Context: an optimization exercise on an open-source flow, tuned for small area. The choices shown serve that exercise and are no tape-out recipe.
At most, simulation tests tie the RTL to the original design; equivalence was not proved.
Power figures rest on the tool's default switching activity, not on a simulated workload.

==> flow/design.v <==
`timescale 1ns/1ps
package dac_spi_pkg;
  localparam logic [3:0] CMD_WR_IN      = 4'h0;
  localparam logic [3:0] CMD_UPD        = 4'h1;
  localparam logic [3:0] CMD_WR_UPD_ALL = 4'h2;
  localparam logic [3:0] CMD_WR_UPD     = 4'h3;
  localparam int DAC_FRAME_BITS = 24;
  localparam int COMM_MSB       = 23;
  localparam int ADDR_MSB       = 19;
  localparam int DATA_MSB       = 15;
  typedef enum logic [1:0] {
    ST_IDLE  = 2'd0,
    ST_SHIFT = 2'd1,
    ST_DONE  = 2'd2
  } rx_state_e;
endpackage
`timescale 1ns/1ps
module spi_in_sync #(
  parameter int   STAGES  = 2,
  parameter logic RST_VAL = 1'b0
) (
  input  logic clk,
  input  logic rst,
  input  logic din,
  output logic dout,
  output logic rise,
  output logic fall
);
  logic [STAGES-1:0] sync_q, sync_d;
  logic              prev_q, prev_d;
  always_comb begin
    sync_d = {sync_q[STAGES-2:0], din};
    prev_d = sync_q[STAGES-1];
  end
  always_ff @(posedge clk or negedge rst) begin
    if (!rst) begin
      sync_q <= {STAGES{RST_VAL}};
      prev_q <= RST_VAL;
    end else begin
      sync_q <= sync_d;
      prev_q <= prev_d;
    end
  end
  assign dout = sync_q[STAGES-1];
  assign rise = dout & ~prev_q;
  assign fall = ~dout & prev_q;
endmodule
`timescale 1ns/1ps
module dac_spi_rx #(
  parameter int SYNC_STAGES = 2,
  parameter int NBITS       = 24,
  parameter int NCH         = 16
) (
  input  logic        clk,
  input  logic        rst,
  input  logic        spi_sync,
  input  logic        spi_sclk,
  input  logic        spi_data,
  input  logic [3:0]  rd_addr,
  output logic [15:0] rd_data,
  output logic        rx_valid,
  output logic [3:0]  rx_comm,
  output logic [3:0]  rx_addr,
  output logic [15:0] rx_data,
  output logic        frame_err,
  output logic        busy
);
  logic sync_s, sync_rise, sync_fall;
  logic sclk_s, sclk_rise, sclk_fall;
  logic data_s, data_rise, data_fall;
  logic unused_edges;
  spi_in_sync #(.STAGES(SYNC_STAGES), .RST_VAL(1'b1)) u_sync_sync (
    .clk(clk), .rst(rst), .din(spi_sync), .dout(sync_s), .rise(sync_rise), .fall(sync_fall));
  spi_in_sync #(.STAGES(SYNC_STAGES), .RST_VAL(1'b1)) u_sclk_sync (
    .clk(clk), .rst(rst), .din(spi_sclk), .dout(sclk_s), .rise(sclk_rise), .fall(sclk_fall));
  spi_in_sync #(.STAGES(SYNC_STAGES), .RST_VAL(1'b0)) u_data_sync (
    .clk(clk), .rst(rst), .din(spi_data), .dout(data_s), .rise(data_rise), .fall(data_fall));
  assign unused_edges = ^{sync_s, sclk_s, sclk_rise, data_rise, data_fall};
  dac_spi_pkg::rx_state_e                 state_q, state_d;
  logic [dac_spi_pkg::DAC_FRAME_BITS-1:0] sr_q, sr_d;
  logic [4:0]                cnt_q, cnt_d;
  logic                      rx_valid_q, rx_valid_d;
  logic                      frame_err_q, frame_err_d;
  logic [3:0]                rx_comm_q, rx_comm_d;
  logic [3:0]                rx_addr_q, rx_addr_d;
  logic [15:0]               rx_data_q, rx_data_d;
  logic                      good;
  always_comb begin
    state_d     = state_q;
    sr_d        = sr_q;
    cnt_d       = cnt_q;
    good        = 1'b0;
    frame_err_d = 1'b0;
    case (state_q)
      dac_spi_pkg::ST_IDLE: begin
        if (sync_fall) begin
          state_d = dac_spi_pkg::ST_SHIFT;
          cnt_d   = '0;
        end
      end
      dac_spi_pkg::ST_SHIFT: begin
        if (sclk_fall) begin
          sr_d = {sr_q[dac_spi_pkg::DAC_FRAME_BITS-2:0], data_s};
          if (cnt_q != 5'd31) cnt_d = cnt_q + 5'd1;
        end
        if (sync_rise) state_d = dac_spi_pkg::ST_DONE;
      end
      dac_spi_pkg::ST_DONE: begin
        state_d = dac_spi_pkg::ST_IDLE;
        if (cnt_q == 5'(NBITS)) good = 1'b1;
        else                    frame_err_d = 1'b1;
      end
      default: state_d = dac_spi_pkg::ST_IDLE;
    endcase
    rx_valid_d = good;
    rx_comm_d  = good ? sr_q[dac_spi_pkg::COMM_MSB -: 4]  : rx_comm_q;
    rx_addr_d  = good ? sr_q[dac_spi_pkg::ADDR_MSB -: 4]  : rx_addr_q;
    rx_data_d  = good ? sr_q[dac_spi_pkg::DATA_MSB -: 16] : rx_data_q;
  end
  always_ff @(posedge clk or negedge rst) begin
    if (!rst) begin
      state_q     <= dac_spi_pkg::ST_IDLE;
      cnt_q       <= '0;
      rx_valid_q  <= 1'b0;
      frame_err_q <= 1'b0;
      rx_comm_q   <= '0;
      rx_addr_q   <= '0;
      rx_data_q   <= '0;
    end else begin
      state_q     <= state_d;
      cnt_q       <= cnt_d;
      rx_valid_q  <= rx_valid_d;
      frame_err_q <= frame_err_d;
      rx_comm_q   <= rx_comm_d;
      rx_addr_q   <= rx_addr_d;
      rx_data_q   <= rx_data_d;
    end
  end
  always_ff @(posedge clk) sr_q <= sr_d;
  logic [NCH-1:0][15:0] in_r, out_r;      
  logic [3:0]           ptr_q;            
  logic                 ready_q;          
  logic                 pend_q;           
  logic                 run_q;            
  logic                 act;              
  logic                 c_wr;             
  logic                 p_hit, p_upd;
  logic [15:0]          in_new, out_new;
  assign c_wr  = (rx_comm_q[1:0] != 2'd1);
  assign act   = pend_q & (run_q | (ptr_q == 4'd0));
  assign p_hit = (ptr_q == rx_addr_q);
  assign p_upd = (rx_comm_q[1:0] == 2'd2) | (rx_comm_q[0] & p_hit);
  assign in_new  = (~ready_q | (act & c_wr & p_hit)) ? rx_data_q : in_r[0];
  assign out_new = (~ready_q | (act & p_upd)) ? in_new : out_r[0];
  always_ff @(posedge clk) begin
    in_r  <= {in_new,  in_r[NCH-1:1]};
    out_r <= {out_new, out_r[NCH-1:1]};
  end
  always_ff @(posedge clk or negedge rst) begin
    if (!rst) begin
      ptr_q   <= '0;
      ready_q <= 1'b0;
      pend_q  <= 1'b0;
      run_q   <= 1'b0;
    end else begin
      ptr_q <= ptr_q + 4'd1;
      if (ptr_q == 4'd15) ready_q <= 1'b1;
      if (good) begin
        pend_q <= (sr_q[dac_spi_pkg::COMM_MSB -: 2] == 2'd0);
      end else if (act) begin
        if (ptr_q == 4'd15) begin
          pend_q <= 1'b0;
          run_q  <= 1'b0;
        end else begin
          run_q  <= 1'b1;
        end
      end
    end
  end
  logic [3:0]  r_idx;
  logic        r_hit, r_upd, r_new, use_rx, use_in, use_out;
  logic [15:0] r_oh;
  logic [3:0]  nq;       
  logic [1:0]  r_lo, r_hi;
  logic        r_c2, r_done;
  logic [3:0]  h0, h1;   
  assign nq = 4'd0 - ptr_q;
  assign r_lo[0] = rd_addr[0] ? ~nq[0] : nq[0];
  assign r_lo[1] = rd_addr[1] ? ~(rd_addr[0] ? (nq[1] ^ nq[0]) : nq[1])
                              :  (rd_addr[0] ? (nq[1] ^ nq[0]) : nq[1]);
  assign r_c2 = rd_addr[1] ? (nq[1] | (rd_addr[0] & nq[0])) : (nq[1] & rd_addr[0] & nq[0]);
  assign h0 = {2'b00, nq[3:2]};
  assign h1 = {2'b00, nq[3:2] + 2'd1};
  always_comb begin
    logic [1:0] e;
    e = r_c2 ? h1[1:0] : h0[1:0];
    r_hi[0] = rd_addr[2] ? ~e[0] : e[0];
    r_hi[1] = rd_addr[3] ? ~(rd_addr[2] ? (e[1] ^ e[0]) : e[1])
                         :  (rd_addr[2] ? (e[1] ^ e[0]) : e[1]);
  end
  always_comb begin
    logic lt1, lt2;
    lt1    = rd_addr[1] ? (ptr_q[1] & ~rd_addr[0] & ptr_q[0]) : (ptr_q[1] | (~rd_addr[0] & ptr_q[0]));
    lt2    = rd_addr[2] ? (ptr_q[2] & lt1) : (ptr_q[2] | lt1);
    r_done = rd_addr[3] ? (ptr_q[3] & lt2) : (ptr_q[3] | lt2);
  end
  assign r_idx = {r_hi, r_lo};
  assign r_hit = (rd_addr == rx_addr_q);
  assign r_upd = (rx_comm_q[1:0] == 2'd2) | (rx_comm_q[0] & r_hit);
  assign r_new = pend_q & ~(run_q & r_done) & r_upd;
  assign use_rx  = ~ready_q | (r_new & c_wr & r_hit);
  assign use_in  = ready_q & r_new & ~(c_wr & r_hit);
  assign use_out = ready_q & ~r_new;
  always_comb begin
    r_oh = '0;
    r_oh[r_idx] = 1'b1;
    rd_data = rx_data_q & {16{use_rx}};
    for (int k = 0; k < NCH; k++) begin
      rd_data = rd_data | (out_r[k] & {16{r_oh[k] & use_out}})
                        | (in_r[k]  & {16{r_oh[k] & use_in}});
    end
  end
  assign rx_valid  = rx_valid_q;
  assign frame_err = frame_err_q;
  assign rx_comm   = rx_comm_q;
  assign rx_addr   = rx_addr_q;
  assign rx_data   = rx_data_q;
  assign busy      = (state_q == dac_spi_pkg::ST_SHIFT);
endmodule
Settings: LEC_CHECK=0, CAP_MARGIN=20, CORE_MARGIN=2, CORE_UTILIZATION=40, CTS_BUF_LIST=sky130_fd_sc_hd__clkbuf_16, CTS_CLUSTER_DIAMETER=60, CTS_CLUSTER_SIZE=40, GPL_TIMING_DRIVEN=0, SLEW_MARGIN=20; clock period 5.0 ns.
run.sh (not shown) runs the stock make flow with config.mk's settings and CLKGATE_MAP_FILE= SYNTH_SCRIPT=/design/flow/synth_recipe.tcl, a recipe that flattens the netlist after the stock synthesis.
The first run reached the layout checks and failed them: setup timing.
Edit:
--- a/flow/design.v
+++ b/flow/design.v
@@ -176,14 +176,14 @@
         end
       end
     end
   end
-  logic [3:0]  r_idx;
-  logic        r_hit, r_upd, r_new, use_rx, use_in, use_out;
-  logic [15:0] r_oh;
   logic [3:0]  nq;       
   logic [1:0]  r_lo, r_hi;
   logic        r_c2, r_done;
+  logic        r_hit, r_upd, r_new, use_rx, use_in;
+  logic [3:0][15:0] r_out4, r_in4;
+  logic [15:0] r_out, r_in;
   logic [3:0]  h0, h1;   
   assign nq = 4'd0 - ptr_q;
   assign r_lo[0] = rd_addr[0] ? ~nq[0] : nq[0];
   assign r_lo[1] = rd_addr[1] ? ~(rd_addr[0] ? (nq[1] ^ nq[0]) : nq[1])
@@ -203,23 +203,25 @@
     lt1    = rd_addr[1] ? (ptr_q[1] & ~rd_addr[0] & ptr_q[0]) : (ptr_q[1] | (~rd_addr[0] & ptr_q[0]));
     lt2    = rd_addr[2] ? (ptr_q[2] & lt1) : (ptr_q[2] | lt1);
     r_done = rd_addr[3] ? (ptr_q[3] & lt2) : (ptr_q[3] | lt2);
   end
-  assign r_idx = {r_hi, r_lo};
+  always_comb begin
+    for (int g = 0; g < 4; g++) begin
+      r_out4[g] = out_r[4*g + r_lo];
+      r_in4[g]  = in_r[4*g + r_lo];
+    end
+  end
+  assign r_out = r_out4[r_hi];
+  assign r_in  = r_in4[r_hi];
   assign r_hit = (rd_addr == rx_addr_q);
   assign r_upd = (rx_comm_q[1:0] == 2'd2) | (rx_comm_q[0] & r_hit);
   assign r_new = pend_q & ~(run_q & r_done) & r_upd;
-  assign use_rx  = ~ready_q | (r_new & c_wr & r_hit);
-  assign use_in  = ready_q & r_new & ~(c_wr & r_hit);
-  assign use_out = ready_q & ~r_new;
-  always_comb begin
-    r_oh = '0;
-    r_oh[r_idx] = 1'b1;
-    rd_data = rx_data_q & {16{use_rx}};
-    for (int k = 0; k < NCH; k++) begin
-      rd_data = rd_data | (out_r[k] & {16{r_oh[k] & use_out}})
-                        | (in_r[k]  & {16{r_oh[k] & use_in}});
-    end
+  assign use_rx = ~ready_q | (r_new & c_wr & r_hit);
+  assign use_in = r_new;
+  always_comb begin
+    if (use_rx)      rd_data = rx_data_q;
+    else if (use_in) rd_data = r_in;
+    else             rd_data = r_out;
   end
   assign rx_valid  = rx_valid_q;
   assign frame_err = frame_err_q;
   assign rx_comm   = rx_comm_q;
Outcome: With this change the flow finished with timing, DRC and antenna clean. Die area hardly moves. Wire length came out lower by 26%. Worst setup slack improved by 600 ps. Final area came out lower by 7.4%. Core utilization came out lower by 3.9 points. Count of clock-buffer cells in the layout came out higher by 6. Non-clock buffer count came out lower by 109. Sequential share of layout area came out higher by 4.3 points. Synthesized cell count came out lower by 20%. Clock skew came out lower by 12 ps. Fmax came out higher by 12%. Cell count came out lower by 17%. First-iteration DRC count came out lower by 59%. Total power came out lower by 5.7%.
Only the layout flow was run in the first run of this note; the RTL was not checked for function there.

---

dac_spi_rx with an RTL version that a note above also has.
For scale: roughly 1,100 cells after synthesis, roughly 18,000 sq um of cells after synthesis.
clock: 5.0 ns
lec_check: 0
cap_margin: 20
core_margin: 2
core_utilization: 40
cts_buf_list: sky130_fd_sc_hd__clkbuf_8
cts_cluster_diameter: 50
cts_cluster_size: 20
slew_margin: 20
Then changed:
--- a/flow/design.v
+++ b/flow/design.v
@@ -142,90 +142,60 @@
   logic                 ready_q;          
   logic                 pend_q;           
   logic                 run_q;            
   logic                 act;              
   logic                 c_wr;             
   logic                 p_hit, p_upd;
   logic [15:0]          in_new, out_new;
   assign c_wr  = (rx_comm_q[1:0] != 2'd1);
   assign act   = pend_q & (run_q | (ptr_q == 4'd0));
   assign p_hit = (ptr_q == rx_addr_q);
   assign p_upd = (rx_comm_q[1:0] == 2'd2) | (rx_comm_q[0] & p_hit);
-  assign in_new  = (~ready_q | (act & c_wr & p_hit)) ? rx_data_q : in_r[0];
-  assign out_new = (~ready_q | (act & p_upd)) ? in_new : out_r[0];
+  assign in_new  = (act & c_wr & p_hit) ? rx_data_q : in_r[0];
+  assign out_new = (act & p_upd) ? in_new : out_r[0];
   always_ff @(posedge clk) begin
-    in_r  <= {in_new,  in_r[NCH-1:1]};
-    out_r <= {out_new, out_r[NCH-1:1]};
+    in_r  <= {in_new  & {16{ready_q}}, in_r[NCH-1:1]};
+    out_r <= {out_new & {16{ready_q}}, out_r[NCH-1:1]};
   end
   always_ff @(posedge clk or negedge rst) begin
     if (!rst) begin
       ptr_q   <= '0;
       ready_q <= 1'b0;
       pend_q  <= 1'b0;
       run_q   <= 1'b0;
     end else begin
       ptr_q <= ptr_q + 4'd1;
       if (ptr_q == 4'd15) ready_q <= 1'b1;
       if (good) begin
         pend_q <= (sr_q[dac_spi_pkg::COMM_MSB -: 2] == 2'd0);
       end else if (act) begin
         if (ptr_q == 4'd15) begin
           pend_q <= 1'b0;
           run_q  <= 1'b0;
         end else begin
           run_q  <= 1'b1;
         end
       end
     end
   end
-  logic [3:0]  nq;       
-  logic [1:0]  r_lo, r_hi;
-  logic        r_c2, r_done;
-  logic        r_hit, r_upd, r_new, use_rx, use_in;
-  logic [3:0][15:0] r_out4, r_in4;
+  logic [3:0]  r_idx;
+  logic        r_hit, r_upd, r_new;
   logic [15:0] r_out, r_in;
-  logic [3:0]  h0, h1;   
-  assign nq = 4'd0 - ptr_q;
-  assign r_lo[0] = rd_addr[0] ? ~nq[0] : nq[0];
-  assign r_lo[1] = rd_addr[1] ? ~(rd_addr[0] ? (nq[1] ^ nq[0]) : nq[1])
-                              :  (rd_addr[0] ? (nq[1] ^ nq[0]) : nq[1]);
-  assign r_c2 = rd_addr[1] ? (nq[1] | (rd_addr[0] & nq[0])) : (nq[1] & rd_addr[0] & nq[0]);
-  assign h0 = {2'b00, nq[3:2]};
-  assign h1 = {2'b00, nq[3:2] + 2'd1};
-  always_comb begin
-    logic [1:0] e;
-    e = r_c2 ? h1[1:0] : h0[1:0];
-    r_hi[0] = rd_addr[2] ? ~e[0] : e[0];
-    r_hi[1] = rd_addr[3] ? ~(rd_addr[2] ? (e[1] ^ e[0]) : e[1])
-                         :  (rd_addr[2] ? (e[1] ^ e[0]) : e[1]);
-  end
-  always_comb begin
-    logic lt1, lt2;
-    lt1    = rd_addr[1] ? (ptr_q[1] & ~rd_addr[0] & ptr_q[0]) : (ptr_q[1] | (~rd_addr[0] & ptr_q[0]));
-    lt2    = rd_addr[2] ? (ptr_q[2] & lt1) : (ptr_q[2] | lt1);
-    r_done = rd_addr[3] ? (ptr_q[3] & lt2) : (ptr_q[3] | lt2);
-  end
-  always_comb begin
-    for (int g = 0; g < 4; g++) begin
-      r_out4[g] = out_r[4*g + r_lo];
-      r_in4[g]  = in_r[4*g + r_lo];
-    end
-  end
-  assign r_out = r_out4[r_hi];
-  assign r_in  = r_in4[r_hi];
+  assign r_idx = rd_addr - ptr_q;
+  assign r_out = out_r[r_idx];
+  assign r_in  = in_r[r_idx];
   assign r_hit = (rd_addr == rx_addr_q);
   assign r_upd = (rx_comm_q[1:0] == 2'd2) | (rx_comm_q[0] & r_hit);
-  assign r_new = pend_q & ~(run_q & r_done) & r_upd;
-  assign use_rx = ~ready_q | (r_new & c_wr & r_hit);
-  assign use_in = r_new;
+  assign r_new = pend_q & ~(run_q & (rd_addr < ptr_q)) & r_upd;
   always_comb begin
-    if (use_rx)      rd_data = rx_data_q;
-    else if (use_in) rd_data = r_in;
-    else             rd_data = r_out;
+    if (!ready_q)              rd_data = '0;
+    else if (!r_new)           rd_data = r_out;
+    else if (c_wr & r_hit)     rd_data = rx_data_q;
+    else                       rd_data = r_in;
   end
   assign rx_valid  = rx_valid_q;
   assign frame_err = frame_err_q;
   assign rx_comm   = rx_comm_q;
   assign rx_addr   = rx_addr_q;
   assign rx_data   = rx_data_q;
   assign busy      = (state_q == dac_spi_pkg::ST_SHIFT);
 endmodule
What happened:
- sequential share of layout area rises by 0.60 points
- routed wire length falls by 6.9%
- count of clock-buffer cells in the layout falls by 4
- utilization falls by 0.70 points
- total power rises by 1.5%
- worst hold slack improved by 5.4 ps
- non-clock buffer count falls by 39
- synthesized cell count rises by 3.9%
- global-route usage falls by 0.94 points
- clock skew rises by 14 ps
- sequential power is about the same
- worst setup slack got worse by 29 ps
- final area falls by 1.0%

what the ideal ports hide:
In the flow no input, the clock included, has a driving cell. The finished layouts below were timed again as built, in two steps. Step 1 (the two cells are an assumption about what drives the block):
set clk [get_ports {clk}]
set_driving_cell -lib_cell sky130_fd_sc_hd__clkbuf_16 $clk
set_driving_cell -lib_cell sky130_fd_sc_hd__buf_2 [delete_from_list [all_inputs] $clk]
Step 2 also shifts input and output timing later by t, the mid clock arrival at the registers, as if the neighbouring blocks saw the same clock. Slacks: ideal / step 1 / step 2; pairs: ideal / step 1.
run | shift t [ns] | slack for setup (ns) | cell pins on the clock port's net
the first run of note 1 | 0.652 | -0.495 / -0.553 / -0.468 | 1
the second run of note 1 | 0.595 | 0.102 / 0.070 / 0.070 | 1
the first run of note 2 | 0.656 | 0.145 / 0.122 / 0.122 | 1
the second run of note 2 | 0.643 | 0.116 / 0.090 / 0.090 | 1
For the second run of note 1, which loses most, drivers alone change the setup slack by -0.032 ns; drivers and shift together by -0.032 ns.
